This is an optimization exercise on Yosys and OpenROAD, whose aim is small area, not a production implementation.
No activity file was given, so power comes from the tool's default toggle rates.

// bus_subsystem
module bus_subsystem (
  input  logic        ck,
  input  logic        rst,
  output logic        master_in_notify,
  input  logic        master_in_sync,
  input  logic        master_in_trans,
  input  logic [31:0] master_in_addr,
  input  logic [31:0] master_in_data,
  output logic        master_out_notify,
  input  logic        master_out_sync,
  output logic        master_out_ack,
  output logic [31:0] master_out_data
);
For scale: about 860 flip-flops, about 100 I/O pins, roughly 21,000 um^2 of cells after synthesis.
==> module bus_subsystem, before the edit <==
module bus_subsystem (
  input  logic        ck,
  input  logic        rst,
  output logic        master_in_notify,
  input  logic        master_in_sync,
  input  logic        master_in_trans,
  input  logic [31:0] master_in_addr,
  input  logic [31:0] master_in_data,
  output logic        master_out_notify,
  input  logic        master_out_sync,
  output logic        master_out_ack,
  output logic [31:0] master_out_data
);
  localparam logic [8*32-1:0] rom_words = {
    32'h8000_0000, 32'h7fff_ffff, 32'ha5a5_5a5a, 32'h0f0f_0f0f,
    32'hffff_0000, 32'h89ab_cdef, 32'h1234_5678, 32'h0000_0001
  };
  localparam logic [7:0] wport0 = 8'b0001_0001;
  localparam logic [7:0] wport1 = 8'b0001_0001;
  localparam logic [7:0] wport2 = 8'b0000_0001;
  localparam logic [7:0] rport0 = 8'b0100_1001;
  localparam logic [7:0] rport1 = 8'b0001_0001;
  localparam logic [7:0] rport2 = 8'b0000_0001;
  logic        in_n;     
  logic        out_n;    
  logic [2:0]  cnt;      
  logic [1:0]  win_q;
  logic [2:0]  off_q;
  logic        wr_q;
  logic        reg_q;    
  logic        ack_q;
  logic [2:0]  t;
  logic [31:0] r;
  logic        accept;
  logic        mapped;
  logic [1:0]  in_win;
  logic [2:0]  in_off;
  logic        rd_in;    
  logic        busy;
  logic        in_n_n;   
  logic        out_n_n;  
  assign accept = in_n & master_in_sync;
  assign mapped = ~|master_in_addr[31:5];
  assign in_win = master_in_addr[4:3];
  assign in_off = master_in_addr[2:0];
  assign rd_in  = accept & ~master_in_trans & mapped;
  assign busy   = ~in_n & ~out_n;
  always_comb begin
    in_n_n  = in_n;
    out_n_n = out_n;
    if (accept) begin
      in_n_n  = 1'b0;
      out_n_n = ~mapped;
    end else if (out_n) begin
      if (master_out_sync) begin
        out_n_n = 1'b0;
        in_n_n  = 1'b1;
      end
    end else if (busy && cnt == '0) begin
      out_n_n = 1'b1;
    end
  end
  always_ff @(posedge ck or posedge rst) begin
    if (rst) begin
      in_n  <= 1'b1;
      out_n <= 1'b0;
      reg_q <= 1'b0;
      t     <= '0;
    end else begin
      t     <= t + 3'd1;
      in_n  <= in_n_n;
      out_n <= out_n_n;
      if (accept) begin
        reg_q <= mapped & (in_win != 2'd3);
      end
    end
  end
  always_ff @(posedge ck) begin
    if (accept) begin
      case (in_win)
        2'd1:    cnt <= 3'd3;
        2'd2:    cnt <= 3'd6;
        default: cnt <= 3'd1;
      endcase
      win_q <= in_win;
      off_q <= in_off;
      wr_q  <= master_in_trans;
      ack_q <= master_in_trans & mapped & (in_win == 2'd3);
    end else begin
      cnt <= cnt - 3'd1;
    end
  end
  logic [31:0] m0 [8];
  logic [31:0] m1 [8];
  logic [31:0] m2 [8];
  logic [7:0]  v0, v1, v2;       
  logic [7:0]  vn0, vn1, vn2;    
  logic [7:0]  ws0, ws1, ws2;    
  logic [7:0]  wh0, wh1, wh2;    
  logic [7:0]  wn0, wn1, wn2;    
  logic [7:0]  rs0, rs1, rs2;    
  logic [7:0]  rn0, rn1, rn2;    
  logic [7:0]  ra0, ra2;         
  logic        reg_n, wr_n, rd_n;
  logic [1:0]  win_n;
  logic [2:0]  a_n;              
  logic [2:0]  a_in;             
  logic        byp;              
  logic [31:0] cap;
  assign reg_n = accept ? (mapped & (in_win != 2'd3)) : reg_q;
  assign wr_n  = accept ? master_in_trans : wr_q;
  assign rd_n  = reg_n & ~wr_n & ~in_n_n;
  assign win_n = accept ? in_win : win_q;
  assign a_n   = (accept ? in_off : off_q) + t + 3'd1;
  assign a_in  = in_off + t;
  assign byp   = reg_q & wr_q & (win_q == 2'd0) & (off_q == in_off);
  always_comb begin
    for (int p = 0; p < 8; p++) begin
      vn0[p] = ws0[p] | v0[(p + 7) % 8];
      vn1[p] = ws1[p] | v1[(p + 7) % 8];
      vn2[p] = ws2[p] | v2[(p + 7) % 8];
      wn0[p] = wport0[p] && reg_n && wr_n && win_n == 2'd0 && a_n == 3'(p - 1);
      wn1[p] = wport1[p] && reg_n && wr_n && win_n == 2'd1 && a_n == 3'(p - 1);
      wn2[p] = wport2[p] && reg_n && wr_n && win_n == 2'd2 && a_n == 3'(p - 1);
      rn0[p] = rport0[p] && rd_n && win_n == 2'd0 && a_n == 3'(p) && vn0[p];
      rn1[p] = rport1[p] && rd_n && win_n == 2'd1 && a_n == 3'(p) && vn1[p];
      rn2[p] = rport2[p] && rd_n && win_n == 2'd2 && a_n == 3'(p) && vn2[p];
      ra0[p] = rport0[p] && rd_in && in_win == 2'd0 && a_in == 3'(p) && v0[p] && !byp;
      ra2[p] = rport2[p] && rd_in && in_win == 2'd2 && a_in == 3'(p) && v2[p];
    end
    cap = '0;
    for (int p = 0; p < 8; p++) begin
      if (rs0[p] | ra0[p]) cap = cap | m0[p];
      if (rs1[p])          cap = cap | m1[p];
      if (rs2[p] | ra2[p]) cap = cap | m2[p];
    end
  end
  always_ff @(posedge ck or posedge rst) begin
    if (rst) begin
      ws0 <= '0;
      ws1 <= '0;
      ws2 <= '0;
      rs0 <= '0;
      rs1 <= '0;
      rs2 <= '0;
      v0  <= '0;
      v1  <= '0;
      v2  <= '0;
    end else begin
      ws0 <= wn0;
      ws1 <= wn1;
      ws2 <= wn2;
      rs0 <= rn0;
      rs1 <= rn1;
      rs2 <= rn2;
      v0  <= vn0;
      v1  <= vn1;
      v2  <= vn2;
    end
  end
  always_ff @(posedge ck) begin
    wh0 <= ~wn0;
    wh1 <= ~wn1;
    wh2 <= ~wn2;
  end
  always_ff @(posedge ck) begin
    for (int p = 0; p < 8; p++) begin
      m0[p] <= ({32{ws0[p]}} & r) | ({32{wh0[p]}} & m0[(p + 7) % 8]);
      m1[p] <= ({32{ws1[p]}} & r) | ({32{wh1[p]}} & m1[(p + 7) % 8]);
      m2[p] <= ({32{ws2[p]}} & r) | ({32{wh2[p]}} & m2[(p + 7) % 8]);
    end
  end
  logic        hold;     
  logic        ld_d;     
  logic        ld_rom;   
  assign hold   = ~accept | (rd_in & (in_win == 2'd0) & byp);
  assign ld_d   = accept & master_in_trans;
  assign ld_rom = rd_in & (in_win == 2'd3);
  always_ff @(posedge ck) begin
    r <= ({32{hold}} & r) | ({32{ld_d}} & master_in_data) |
         ({32{ld_rom}} & rom_words[32*in_off +: 32]) | cap;
  end
  assign master_in_notify  = in_n;
  assign master_out_notify = out_n;
  assign master_out_ack    = ack_q;
  assign master_out_data   = wr_q ? '0 : r;
endmodule
Settings: LEC_CHECK=0, CAP_MARGIN=20, CORE_MARGIN=2, CORE_UTILIZATION=40, SLEW_MARGIN=20; clock period 4.0 ns.
standard.sh (not shown) runs the stock make flow with config.mk's settings and CLKGATE_MAP_FILE= SYNTH_SCRIPT=/design/flow/synth_recipe.tcl, a recipe that flattens the netlist after the stock synthesis.
==> flow/flow/run.sh <==
#!/bin/bash
# The standard layout (standard.sh: ORFS floorplan, power grid, placement,
# routing) with these changes for cell area:
#  - synthesis: the standard flow's script, but ABC maps for area (flow/synth.tcl),
#  - port buffers use the smallest buffer (every port still gets one),
#  - clock tree: clkbuf_8 sink clusters, no dummy loads.
# make's output goes to flow_make.log; ORFS's per-step logs stay in orfs/logs.
set -euo pipefail
here=$(pwd)
export AREA_ABC_SCRIPT=$here/flow/abc_area.script
bash standard.sh \
  "SYNTH_SCRIPT=$here/flow/synth.tcl" \
  "BUFFER_PORTS_ARGS=-buffer_cell sky130_fd_sc_hd__buf_1" \
  "CTS_ARGS=-sink_clustering_enable -repair_clock_nets -buf_list sky130_fd_sc_hd__clkbuf_8 -sink_clustering_size 20 -sink_clustering_max_diameter 55 -dont_use_dummy_load" \
  finish > flow_make.log 2>&1
==> flow/flow/abc_area.script <==
&get -n
&st
&dch -f
&nf -a -R 1000
&st
&dch -f
&nf -a -R 1000
&put
==> flow/flow/synth.tcl <==
# The standard flow's synthesis script (synth_recipe.tcl) with one change: ABC maps the
# combinational logic with an area-oriented script (abc_area.script beside
# this file) in place of ORFS's speed script. Everything else, flip-flop
# mapping included, is the standard synthesis, so the registers are the same.
proc synth {args} { yosys synth -nofsm -noshare {*}$args }
proc abc {args} {
  set i [lsearch -exact $args -script]
  if { $i >= 0 } { lset args [expr {$i + 1}] $::env(AREA_ABC_SCRIPT) }
  yosys abc {*}$args
}
source $::env(SCRIPTS_DIR)/synth.tcl
# left out here: clear keep_hierarchy, flatten, clean up, hide names made inside functions, write 1_2_yosys.v
The starting point completed without violations.
==> next run, changes <==
--- a/flow/design.v
+++ b/flow/design.v
@@ -32,4 +32,5 @@
   logic        ack_q;
   logic [2:0]  t;
+  logic [3:0]  c;        
   logic [31:0] r;
   logic        accept;
@@ -41,4 +42,5 @@
   logic        in_n_n;   
   logic        out_n_n;  
+  logic [3:0]  c_n;      
   assign accept = in_n & master_in_sync;
   assign mapped = ~|master_in_addr[31:5];
@@ -47,4 +49,5 @@
   assign rd_in  = accept & ~master_in_trans & mapped;
   assign busy   = ~in_n & ~out_n;
+  assign c_n    = c[3] ? c : c + 4'd1;
   always_comb begin
     in_n_n  = in_n;
@@ -68,6 +71,8 @@
       reg_q <= 1'b0;
       t     <= '0;
+      c     <= '0;
     end else begin
       t     <= t + 3'd1;
+      c     <= c_n;
       in_n  <= in_n_n;
       out_n <= out_n_n;
@@ -95,6 +100,4 @@
   logic [31:0] m1 [8];
   logic [31:0] m2 [8];
-  logic [7:0]  v0, v1, v2;       
-  logic [7:0]  vn0, vn1, vn2;    
   logic [7:0]  ws0, ws1, ws2;    
   logic [7:0]  wh0, wh1, wh2;    
@@ -118,15 +121,12 @@
   always_comb begin
     for (int p = 0; p < 8; p++) begin
-      vn0[p] = ws0[p] | v0[(p + 7) % 8];
-      vn1[p] = ws1[p] | v1[(p + 7) % 8];
-      vn2[p] = ws2[p] | v2[(p + 7) % 8];
       wn0[p] = wport0[p] && reg_n && wr_n && win_n == 2'd0 && a_n == 3'(p - 1);
       wn1[p] = wport1[p] && reg_n && wr_n && win_n == 2'd1 && a_n == 3'(p - 1);
       wn2[p] = wport2[p] && reg_n && wr_n && win_n == 2'd2 && a_n == 3'(p - 1);
-      rn0[p] = rport0[p] && rd_n && win_n == 2'd0 && a_n == 3'(p) && vn0[p];
-      rn1[p] = rport1[p] && rd_n && win_n == 2'd1 && a_n == 3'(p) && vn1[p];
-      rn2[p] = rport2[p] && rd_n && win_n == 2'd2 && a_n == 3'(p) && vn2[p];
-      ra0[p] = rport0[p] && rd_in && in_win == 2'd0 && a_in == 3'(p) && v0[p] && !byp;
-      ra2[p] = rport2[p] && rd_in && in_win == 2'd2 && a_in == 3'(p) && v2[p];
+      rn0[p] = rport0[p] && rd_n && win_n == 2'd0 && a_n == 3'(p) && c_n > 4'(p % 4);
+      rn1[p] = rport1[p] && rd_n && win_n == 2'd1 && a_n == 3'(p) && c_n > 4'(p % 4);
+      rn2[p] = rport2[p] && rd_n && win_n == 2'd2 && a_n == 3'(p) && c_n > 4'(p);
+      ra0[p] = rport0[p] && rd_in && in_win == 2'd0 && a_in == 3'(p) && c > 4'(p % 4) && !byp;
+      ra2[p] = rport2[p] && rd_in && in_win == 2'd2 && a_in == 3'(p) && c > 4'(p);
     end
     cap = '0;
@@ -142,32 +142,30 @@
       ws1 <= '0;
       ws2 <= '0;
+      wh0 <= '0;
+      wh1 <= '0;
+      wh2 <= '0;
       rs0 <= '0;
       rs1 <= '0;
       rs2 <= '0;
-      v0  <= '0;
-      v1  <= '0;
-      v2  <= '0;
     end else begin
       ws0 <= wn0;
       ws1 <= wn1;
       ws2 <= wn2;
+      wh0 <= ~wn0 & {8{c_n >= 4'd4}};
+      wh1 <= ~wn1 & {8{c_n >= 4'd4}};
+      wh2 <= ~wn2 & {8{c_n >= 4'd8}};
       rs0 <= rn0;
       rs1 <= rn1;
       rs2 <= rn2;
-      v0  <= vn0;
-      v1  <= vn1;
-      v2  <= vn2;
     end
   end
   always_ff @(posedge ck) begin
-    wh0 <= ~wn0;
-    wh1 <= ~wn1;
-    wh2 <= ~wn2;
-  end
-  always_ff @(posedge ck) begin
     for (int p = 0; p < 8; p++) begin
-      m0[p] <= ({32{ws0[p]}} & r) | ({32{wh0[p]}} & m0[(p + 7) % 8]);
-      m1[p] <= ({32{ws1[p]}} & r) | ({32{wh1[p]}} & m1[(p + 7) % 8]);
-      m2[p] <= ({32{ws2[p]}} & r) | ({32{wh2[p]}} & m2[(p + 7) % 8]);
+      if (wport0[p]) m0[p] <= ({32{ws0[p]}} & r) | ({32{wh0[p]}} & m0[(p + 7) % 8]);
+      else           m0[p] <= m0[(p + 7) % 8];
+      if (wport1[p]) m1[p] <= ({32{ws1[p]}} & r) | ({32{wh1[p]}} & m1[(p + 7) % 8]);
+      else           m1[p] <= m1[(p + 7) % 8];
+      if (wport2[p]) m2[p] <= ({32{ws2[p]}} & r) | ({32{wh2[p]}} & m2[(p + 7) % 8]);
+      else           m2[p] <= m2[(p + 7) % 8];
     end
   end
Final area falls by 1.8%.
Utilization goes up by 0.17 points.
Register-to-register slack is better by 50 ps.
Clock-buffer cell count is unchanged.
Setup slack improved by 47 ps.
Function was not checked in any run of this note: the RTL went through the layout flow alone.

* * *

The RTL this note starts from:
==> flow/design.v <==
`timescale 1ns/1ps
module bus_subsystem (
  input  logic        ck,
  input  logic        rst,
  output logic        master_in_notify,
  input  logic        master_in_sync,
  input  logic        master_in_trans,
  input  logic [31:0] master_in_addr,
  input  logic [31:0] master_in_data,
  output logic        master_out_notify,
  input  logic        master_out_sync,
  output logic        master_out_ack,
  output logic [31:0] master_out_data
);
  localparam logic [8*32-1:0] rom_words = {
    32'h8000_0000, 32'h7fff_ffff, 32'ha5a5_5a5a, 32'h0f0f_0f0f,
    32'hffff_0000, 32'h89ab_cdef, 32'h1234_5678, 32'h0000_0001
  };
  localparam logic [7:0] wport0 = 8'b0001_0001;
  localparam logic [7:0] wport1 = 8'b0001_0001;
  localparam logic [7:0] wport2 = 8'b0000_0001;
  localparam logic [7:0] rport0 = 8'b0100_1001;
  localparam logic [7:0] rport1 = 8'b0001_0001;
  localparam logic [7:0] rport2 = 8'b0000_0001;
  logic        in_n;     
  logic        out_n;    
  logic [2:0]  cnt;      
  logic [1:0]  win_q;
  logic [2:0]  pos_q;    
  logic        wr_q;
  logic        reg_q;    
  logic        ack_q;
  logic [2:0]  t;
  logic        done;     
  logic [31:0] r;
  logic        accept;
  logic        mapped;
  logic [1:0]  in_win;
  logic [2:0]  in_off;
  logic        rd_in;    
  logic        busy;
  logic        in_n_n;   
  logic        out_n_n;  
  logic [2:0]  t_n;      
  logic        done_n;   
  assign accept = in_n & master_in_sync;
  assign mapped = ~|master_in_addr[31:5];
  assign in_win = master_in_addr[4:3];
  assign in_off = master_in_addr[2:0];
  assign rd_in  = accept & ~master_in_trans & mapped;
  assign rd_q   = reg_q & ~wr_q & ~in_n;
  assign busy   = ~in_n & ~out_n;
  assign t_n    = t + 3'd1;
  assign done_n = done | (t == 3'd7);
  always_comb begin
    in_n_n  = in_n;
    out_n_n = out_n;
    if (accept) begin
      in_n_n  = 1'b0;
      out_n_n = ~mapped;
    end else if (out_n) begin
      if (master_out_sync) begin
        out_n_n = 1'b0;
        in_n_n  = 1'b1;
      end
    end else if (busy && cnt == '0) begin
      out_n_n = 1'b1;
    end
  end
  always_ff @(posedge ck or posedge rst) begin
    if (rst) begin
      in_n  <= 1'b1;
      out_n <= 1'b0;
      reg_q <= 1'b0;
      t     <= '0;
      done  <= 1'b0;
    end else begin
      t     <= t_n;
      done  <= done_n;
      in_n  <= in_n_n;
      out_n <= out_n_n;
      if (accept) begin
        reg_q <= mapped & (in_win != 2'd3);
      end
    end
  end
  always_ff @(posedge ck) begin
    if (accept) begin
      case (in_win)
        2'd1:    cnt <= 3'd3;
        2'd2:    cnt <= 3'd6;
        default: cnt <= 3'd1;
      endcase
      win_q <= in_win;
      wr_q  <= master_in_trans;
      ack_q <= master_in_trans & mapped & (in_win == 2'd3);
    end else begin
      cnt <= cnt - 3'd1;
    end
  end
  logic [31:0] m0 [8];
  logic [31:0] m1 [8];
  logic [31:0] m2 [8];
  logic [7:0]  ws0, ws1, ws2;    
  logic [7:0]  wh0, wh1, wh2;    
  logic [7:0]  wn0, wn1, wn2;    
  logic [7:0]  rs0, rs1, rs2;    
  logic        rd_q;             
  logic [7:0]  ra0, ra2;         
  logic        reg_n, wr_n;
  logic [1:0]  win_n;
  logic [2:0]  a_n;              
  logic        sw01, sw2;        
  logic [2:0]  a_in;             
  logic        byp;              
  logic [31:0] cap;
  assign reg_n = accept ? (mapped & (in_win != 2'd3)) : reg_q;
  assign wr_n  = accept ? master_in_trans : wr_q;
  assign win_n = accept ? in_win : win_q;
  assign a_in  = in_off + t;
  assign a_n   = (accept ? a_in : pos_q) + 3'd1;
  assign byp   = reg_q & wr_q & (win_q == 2'd0) & (pos_q == a_in);
  assign sw01  = ~done_n & ~t_n[2];
  assign sw2   = ~done_n;
  always_ff @(posedge ck) begin
    pos_q <= a_n;
  end
  always_comb begin
    for (int p = 0; p < 8; p++) begin
      wn0[p] = wport0[p] && reg_n && wr_n && win_n == 2'd0 && a_n == 3'(p - 1);
      wn1[p] = wport1[p] && reg_n && wr_n && win_n == 2'd1 && a_n == 3'(p - 1);
      wn2[p] = wport2[p] && reg_n && wr_n && win_n == 2'd2 && a_n == 3'(p - 1);
      rs0[p] = rport0[p] && rd_q && win_q == 2'd0 && pos_q == 3'(p) && (done || t > 3'(p % 4));
      rs1[p] = rport1[p] && rd_q && win_q == 2'd1 && pos_q == 3'(p) && (done || t > 3'(p % 4));
      rs2[p] = rport2[p] && rd_q && win_q == 2'd2 && pos_q == 3'(p) && (done || t > 3'(p));
      ra0[p] = rport0[p] && rd_in && in_win == 2'd0 && a_in == 3'(p) && (done || t > 3'(p % 4)) && !byp;
      ra2[p] = rport2[p] && rd_in && in_win == 2'd2 && a_in == 3'(p) && (done || t > 3'(p));
    end
    cap = '0;
    for (int p = 0; p < 8; p++) begin
      if (rs0[p] | ra0[p]) cap = cap | m0[p];
      if (rs1[p])          cap = cap | m1[p];
      if (rs2[p] | ra2[p]) cap = cap | m2[p];
    end
  end
  always_ff @(posedge ck or posedge rst) begin
    if (rst) begin
      ws0 <= '0;
      ws1 <= '0;
      ws2 <= '0;
      wh0 <= '0;
      wh1 <= '0;
      wh2 <= '0;
    end else begin
      ws0 <= wn0;
      ws1 <= wn1;
      ws2 <= wn2;
      wh0 <= ~wn0 & {8{~sw01}};
      wh1 <= ~wn1 & {8{~sw01}};
      wh2 <= ~wn2 & {8{~sw2}};
    end
  end
  always_ff @(posedge ck) begin
    for (int p = 0; p < 8; p++) begin
      if (wport0[p]) m0[p] <= ({32{ws0[p]}} & r) | ({32{wh0[p]}} & m0[(p + 7) % 8]);
      else           m0[p] <= m0[(p + 7) % 8];
      if (wport1[p]) m1[p] <= ({32{ws1[p]}} & r) | ({32{wh1[p]}} & m1[(p + 7) % 8]);
      else           m1[p] <= m1[(p + 7) % 8];
      if (wport2[p]) m2[p] <= ({32{ws2[p]}} & r) | ({32{wh2[p]}} & m2[(p + 7) % 8]);
      else           m2[p] <= m2[(p + 7) % 8];
    end
  end
  logic        hold;     
  logic        ld_d;     
  logic        ld_rom;   
  assign hold   = ~accept | (rd_in & (in_win == 2'd0) & byp);
  assign ld_d   = accept & master_in_trans;
  assign ld_rom = rd_in & (in_win == 2'd3);
  always_ff @(posedge ck) begin
    r <= ({32{hold}} & r) | ({32{ld_d}} & master_in_data) |
         ({32{ld_rom}} & rom_words[32*in_off +: 32]) | cap;
  end
  assign master_in_notify  = in_n;
  assign master_out_notify = out_n;
  assign master_out_ack    = ack_q;
  assign master_out_data   = wr_q ? '0 : r;
endmodule
export LEC_CHECK = 0
export CAP_MARGIN = 20
export CORE_MARGIN = 2
export CORE_UTILIZATION = 50
export PLACE_DENSITY = 0.65
export SLEW_MARGIN = 20
create_clock -name core_clock -period 4.0 [get_ports {ck}]
==> flow/flow/run.sh <==
#!/bin/bash
# The standard layout (standard.sh: ORFS floorplan, power grid, placement,
# routing) with these changes for cell area:
#  - synthesis: the standard flow's script, but ABC maps for area (flow/synth.tcl) and
#    small adders are left to ABC instead of half/full-adder cells,
#  - port buffers use the smallest buffer (every port still gets one),
#  - clock tree: clkbuf_8 sink clusters, no dummy loads.
# make's output goes to flow_make.log; ORFS's per-step logs stay in orfs/logs.
set -euo pipefail
here=$(pwd)
export AREA_ABC_SCRIPT=$here/flow/abc_area.script
bash standard.sh \
  "SYNTH_SCRIPT=$here/flow/synth.tcl" \
  "ADDER_MAP_FILE=" \
  "BUFFER_PORTS_ARGS=-buffer_cell sky130_fd_sc_hd__buf_1" \
  "CTS_ARGS=-sink_clustering_enable -repair_clock_nets -buf_list sky130_fd_sc_hd__clkbuf_8 -sink_clustering_size 19 -sink_clustering_max_diameter 65 -dont_use_dummy_load" \
  finish > flow_make.log 2>&1
==> flow/flow/abc_area.script <==
&get -n
&st
&dch
&nf -a -R 1000 -F 20 -A 20
&put
Scripts as last shown in full above: flow/flow/synth.tcl
==> next run, changes <==
--- a/flow/design.v
+++ b/flow/design.v
@@ -101,37 +101,34 @@
   logic [31:0] m0 [8];
   logic [31:0] m1 [8];
   logic [31:0] m2 [8];
   logic [7:0]  ws0, ws1, ws2;    
   logic [7:0]  wh0, wh1, wh2;    
-  logic [7:0]  wn0, wn1, wn2;    
   logic [7:0]  rs0, rs1, rs2;    
   logic        rd_q;             
   logic [7:0]  ra0, ra2;         
-  logic        reg_n, wr_n;
-  logic [1:0]  win_n;
   logic [2:0]  a_n;              
   logic        sw01, sw2;        
   logic [2:0]  a_in;             
   logic        byp;              
   logic [31:0] cap;
-  assign reg_n = accept ? (mapped & (in_win != 2'd3)) : reg_q;
-  assign wr_n  = accept ? master_in_trans : wr_q;
-  assign win_n = accept ? in_win : win_q;
   assign a_in  = in_off + t;
   assign a_n   = (accept ? a_in : pos_q) + 3'd1;
   assign byp   = reg_q & wr_q & (win_q == 2'd0) & (pos_q == a_in);
-  assign sw01  = ~done_n & ~t_n[2];
-  assign sw2   = ~done_n;
+  assign sw01  = ~done & ~t[2];
+  assign sw2   = ~done;
   always_ff @(posedge ck) begin
     pos_q <= a_n;
   end
   always_comb begin
     for (int p = 0; p < 8; p++) begin
-      wn0[p] = wport0[p] && reg_n && wr_n && win_n == 2'd0 && a_n == 3'(p - 1);
-      wn1[p] = wport1[p] && reg_n && wr_n && win_n == 2'd1 && a_n == 3'(p - 1);
-      wn2[p] = wport2[p] && reg_n && wr_n && win_n == 2'd2 && a_n == 3'(p - 1);
+      ws0[p] = wport0[p] && reg_q && wr_q && win_q == 2'd0 && pos_q == 3'(p - 1);
+      ws1[p] = wport1[p] && reg_q && wr_q && win_q == 2'd1 && pos_q == 3'(p - 1);
+      ws2[p] = wport2[p] && reg_q && wr_q && win_q == 2'd2 && pos_q == 3'(p - 1);
+      wh0[p] = !ws0[p] && !sw01;
+      wh1[p] = !ws1[p] && !sw01;
+      wh2[p] = !ws2[p] && !sw2;
       rs0[p] = rport0[p] && rd_q && win_q == 2'd0 && pos_q == 3'(p) && (done || t > 3'(p % 4));
       rs1[p] = rport1[p] && rd_q && win_q == 2'd1 && pos_q == 3'(p) && (done || t > 3'(p % 4));
       rs2[p] = rport2[p] && rd_q && win_q == 2'd2 && pos_q == 3'(p) && (done || t > 3'(p));
       ra0[p] = rport0[p] && rd_in && in_win == 2'd0 && a_in == 3'(p) && (done || t > 3'(p % 4)) && !byp;
       ra2[p] = rport2[p] && rd_in && in_win == 2'd2 && a_in == 3'(p) && (done || t > 3'(p));
@@ -139,27 +136,10 @@
     cap = '0;
     for (int p = 0; p < 8; p++) begin
       if (rs0[p] | ra0[p]) cap = cap | m0[p];
       if (rs1[p])          cap = cap | m1[p];
       if (rs2[p] | ra2[p]) cap = cap | m2[p];
-    end
-  end
-  always_ff @(posedge ck or posedge rst) begin
-    if (rst) begin
-      ws0 <= '0;
-      ws1 <= '0;
-      ws2 <= '0;
-      wh0 <= '0;
-      wh1 <= '0;
-      wh2 <= '0;
-    end else begin
-      ws0 <= wn0;
-      ws1 <= wn1;
-      ws2 <= wn2;
-      wh0 <= ~wn0 & {8{~sw01}};
-      wh1 <= ~wn1 & {8{~sw01}};
-      wh2 <= ~wn2 & {8{~sw2}};
     end
   end
   always_ff @(posedge ck) begin
     for (int p = 0; p < 8; p++) begin
       if (wport0[p]) m0[p] <= ({32{ws0[p]}} & r) | ({32{wh0[p]}} & m0[(p + 7) % 8]);
After rerunning:
- The changed run finished clean
- synthesized cell count goes up by about 0.75%
- die area goes down by about 0.8%
- non-clock buffer count goes up by 2
- power goes down by 2.1%
- design area stays flat
- flip-flop and latch count goes down by 10
No run of this note included a check of the RTL's function; only the layout flow was run.

==> what the ideal ports hide <==
The flow's constraints put no driver on any port. The routed layouts listed below were extracted and timed again, unchanged, in two steps. Step 1 (the two cells are an assumption about what drives the block):
set clk [get_ports {ck}]
set_driving_cell -lib_cell sky130_fd_sc_hd__clkbuf_16 $clk
set_driving_cell -lib_cell sky130_fd_sc_hd__buf_2 [delete_from_list [all_inputs] $clk]
Step 2 moves the port delays by t, midway between the first and last clock arrival at a register: inputs arrive t later, outputs are due t later. That takes back most of the time a late clock gives input paths. a / b / c = no drivers / after step 1 / after step 2; a / b = the first two.
run | shift t [ns] | setup WS [ns] | worst slew at a driven data input, ns
the first run of note 1 | 0.682 | 0.949 / 0.949 / 0.482 | 0.05
the second run of note 1 | 0.687 | 0.997 / 0.997 / 0.513 | 0.10
the first run of note 2 | 0.695 | 0.566 / 0.566 / 0.100 | 0.08
the second run of note 2 | 0.678 | 0.571 / 0.571 / 0.136 | 0.06
After both steps every run listed still meets setup and hold. The setup slack of the second run of note 1, which loses most, moves by 0.000 ns with the drivers and by -0.484 ns with both steps.
